This design comes from an exercise in tuning for small area, a short achievable clock period and few clock cycles per item on the open sky130 flow, not from production work.
Where RTL was checked, it was by simulation tests only, not by an equivalence proof against the original.
Power figures rest on the tool's default switching activity, not on a simulated workload.

## compact_number_encoder
module compact_number_encoder (
    input  logic                i_clk,
    input  logic                i_rst_n,
    input  logic                start,
    output logic                busy,
    input  logic                i_func,
    input  logic signed [31:0]  i_int_value,
    input  logic [63:0]         i_real_bits,
    input  logic                i_is_double,
    output logic                o_strobe,
    output logic [7:0]          o_out_byte,
    output logic                o_last_byte,
    input  logic                psel,
    input  logic                penable,
    input  logic                pwrite,
    input  logic [4:0]          paddr,
    input  logic [31:0]         pwdata,
    output logic [31:0]         prdata,
    output logic                pready
);
Size in the first run: roughly 0.013 mm^2 of cells after synthesis.
Settings: LEC_CHECK=0, CAP_MARGIN=20, CORE_MARGIN=2, CORE_UTILIZATION=40, SLEW_MARGIN=20, TNS_END_PERCENT=5; clock period 9.0 ns.
standard.sh (not shown) runs the stock make flow with config.mk's settings and CLKGATE_MAP_FILE= SYNTH_SCRIPT=/design/flow/synth_recipe.tcl, a recipe that flattens the netlist after the stock synthesis.
==> flow/flow/run.sh <==
#!/bin/bash
# Standard ORFS layout with two changes: the port buffers are buf_1 cells
# instead of the default delay-buffer cells (every port still gets its own
# buffer), and timing repair aims for 6 ns of setup slack.
set -euo pipefail
export BUFFER_PORTS_ARGS="-buffer_cell sky130_fd_sc_hd__buf_1"
bash standard.sh SETUP_SLACK_MARGIN=6 synth > synth.log 2>&1
bash standard.sh SETUP_SLACK_MARGIN=6 finish > finish.log 2>&1
The starting point ran to the end with no violations.
Edit:
==> flow/flow/run.sh (replaced) <==
#!/bin/bash
# Standard ORFS layout with two changes: the port buffers are buf_2 cells
# instead of the default delay-buffer cells (every port still gets its own
# buffer), and timing repair aims for 6 ns of setup slack.
set -euo pipefail
export BUFFER_PORTS_ARGS="-buffer_cell sky130_fd_sc_hd__buf_2"
bash standard.sh SETUP_SLACK_MARGIN=6 synth > synth.log 2>&1
bash standard.sh SETUP_SLACK_MARGIN=6 finish > finish.log 2>&1
The new run went through all stages and came out clean; non-clock buffer count goes up by 2; total power goes up by 0.48%; first-iteration DRC count goes up by 2.4%; die area stays the same; sequential share of layout area barely changes; worst setup slack gets worse by 0.027 ns; cell area hardly moves; synthesized area does not change; register-to-register slack gets worse by 0.03 ns; combinational power barely changes.
Function was not checked in any run of this note: the RTL went through the layout flow alone.

========
compact_number_encoder, a different RTL version from the one above (not shown whole).
For scale: roughly 1600 cells after synthesis, ~160 flip-flops, roughly 190 I/O pins, roughly 13000 sq um of cells after synthesis.
Settings: LEC_CHECK=0, CAP_MARGIN=20, CORE_MARGIN=2, CORE_UTILIZATION=40, SLEW_MARGIN=20, TNS_END_PERCENT=0; clock period 9.0 ns.
==> flow/flow/run.sh <==
#!/bin/bash
# Standard ORFS layout with two changes: the port buffers are buf_2 cells
# instead of the default delay-buffer cells (every port still gets its own
# buffer), and timing repair aims for 6 ns of setup slack.
set -euo pipefail
export BUFFER_PORTS_ARGS="-buffer_cell sky130_fd_sc_hd__buf_2"
bash standard.sh SETUP_SLACK_MARGIN=6 synth > synth.log 2>&1
bash standard.sh SETUP_SLACK_MARGIN=6 finish > finish.log 2>&1
Testbench counts at the start, summed over its fixed seeds: cycles 14,733, items 3,200.
Change:
==> flow/flow/run.sh (replaced) <==
#!/bin/bash
# Standard ORFS layout with two changes: the port buffers are buf_2 cells
# instead of the default delay-buffer cells (every port still gets its own
# buffer), and timing repair aims for 5.6 ns of setup slack.
set -euo pipefail
export BUFFER_PORTS_ARGS="-buffer_cell sky130_fd_sc_hd__buf_2"
bash standard.sh SETUP_SLACK_MARGIN=5.6 synth > synth.log 2>&1
bash standard.sh SETUP_SLACK_MARGIN=5.6 finish > finish.log 2>&1
- TNS_END_PERCENT: 0 -> 5
- flip-flop and latch count stays the same
- synthesized cell count does not change
- combinational power stays flat
- power shrinks slightly
- fmax shrinks by a few percent
- wire length went down slightly
- global-route usage is lower by 0.22 points
- worst hold slack hardly moves
- clock-buffer cell count does not change
Change:
==> flow/flow/run.sh (replaced) <==
#!/bin/bash
# Standard ORFS layout with two changes: the port buffers are buf_2 cells
# instead of the default delay-buffer cells (every port still gets its own
# buffer), and timing repair aims for 6.5 ns of setup slack.
set -euo pipefail
export BUFFER_PORTS_ARGS="-buffer_cell sky130_fd_sc_hd__buf_2"
bash standard.sh SETUP_SLACK_MARGIN=6.5 synth > synth.log 2>&1
bash standard.sh SETUP_SLACK_MARGIN=6.5 finish > finish.log 2>&1
- TNS_END_PERCENT: 5 -> default
Outcome:
- The changed run completed without violations
- final area goes up by 33%
- combinational power goes up by 58%
- hold slack got worse by 15 ps
- global-route usage climbs by 4.1 points
- setup slack improved by 140 ps
- cell count increases by 9.2%
- synthesized cell count is unchanged
- clock skew went down by 10 ps
- critical path depth climbs by 7
- utilization rose by 15 points
Change:
==> flow/flow/run.sh (replaced) <==
#!/bin/bash
# Standard ORFS layout with two changes: the port buffers are buf_1 cells
# instead of the default delay-buffer cells (every port still gets its own
# buffer), and timing repair aims for 6 ns of setup slack.
set -euo pipefail
export BUFFER_PORTS_ARGS="-buffer_cell sky130_fd_sc_hd__buf_1"
bash standard.sh SETUP_SLACK_MARGIN=6 synth > synth.log 2>&1
bash standard.sh SETUP_SLACK_MARGIN=6 finish > finish.log 2>&1
- TNS_END_PERCENT: default -> 5
=> The new run completed with no timing, DRC or antenna violations. Clock-buffer cell count came out lower by 1. Design area came out lower by 21%. Setup slack loses 86 ps.
Change:
==> flow/flow/run.sh (replaced) <==
#!/bin/bash
# Standard ORFS layout with two changes: the port buffers are buf_2 cells
# instead of the default delay-buffer cells (every port still gets its own
# buffer), and timing repair aims for 6 ns of setup slack.
set -euo pipefail
export BUFFER_PORTS_ARGS="-buffer_cell sky130_fd_sc_hd__buf_2"
bash standard.sh SETUP_SLACK_MARGIN=6 synth > synth.log 2>&1
bash standard.sh SETUP_SLACK_MARGIN=6 finish > finish.log 2>&1
- TNS_END_PERCENT: 5 -> default
What happened: Hold slack barely changes; core utilization goes up by 2.3 points; worst setup slack is better by 82 ps; cell area climbs by a few percent.
Change:
==> flow/flow/run.sh (replaced) <==
#!/bin/bash
# Standard ORFS layout with two changes: the port buffers are buf_2 cells
# instead of the default delay-buffer cells (every port still gets its own
# buffer), and timing repair aims for 5.6 ns of setup slack.
set -euo pipefail
export BUFFER_PORTS_ARGS="-buffer_cell sky130_fd_sc_hd__buf_2"
bash standard.sh SETUP_SLACK_MARGIN=5.6 synth > synth.log 2>&1
bash standard.sh SETUP_SLACK_MARGIN=5.6 finish > finish.log 2>&1
=>
- The changed run ran to the end with no violations
- die area is unchanged
- routed wire length shrinks by 7.4%
- hold slack gains 4.8 ps
- combinational power goes down by 13%
- sequential power shrinks by about 6%
- worst setup slack loses 210 ps
- total power drops by 8.0%
- final cell count falls by 3.7%

[what the ideal ports hide]
Ports are ideal in the flow. The routed layouts listed here were re-timed in OpenROAD.
Step 1 (the two cells are an assumption about what drives the block):
set clk [get_ports {i_clk}]
set_driving_cell -lib_cell sky130_fd_sc_hd__clkbuf_16 $clk
set_driving_cell -lib_cell sky130_fd_sc_hd__buf_2 [delete_from_list [all_inputs] $clk]
Step 2, shift: input delay + t, output delay - t, t = (earliest + latest rising clock arrival at the registers) / 2. This alone moves slack from input paths to output paths.
Three values: no drivers, after step 1, after step 2; two values: the first two.
| run | t, ns | slack for setup (ns) | worst register clock-pin slew, ns | worst slew at a driven data input, ns | pins driven straight from the clock port |
|---|---|---|---|---|---|
| the first run of note 1 | 0.486 | 5.759 / 5.759 / 5.365 | 0.07 / 0.07 | 0.05 | 1 |
| the second run of note 1 | 0.494 | 5.732 / 5.732 / 5.338 | 0.08 / 0.08 | 0.07 | 1 |
| the first run of note 2 | 0.512 | 5.646 / 5.518 / 5.006 | 0.08 / 0.08 | 0.18 | 1 |
| the second run of note 2 | 0.508 | 5.558 / 5.563 / 5.055 | 0.08 / 0.08 | 0.06 | 1 |
| the third run of note 2 | 0.508 | 5.695 / 5.692 / 5.184 | 0.08 / 0.08 | 0.17 | 1 |
| the fourth run of note 2 | 0.487 | 5.609 / 5.611 / 5.123 | 0.08 / 0.08 | 0.05 | 1 |
| the fifth run of note 2 | 0.508 | 5.691 / 5.664 / 5.155 | 0.07 / 0.07 | 0.17 | 1 |
| the sixth run of note 2 | 0.486 | 5.477 / 5.414 / 4.927 | 0.08 / 0.08 | 0.16 | 1 |
After both steps setup and hold are still met in every run listed. The setup slack of the first run of note 2, which loses most, moves by -0.128 ns with the drivers and by -0.640 ns with both steps.
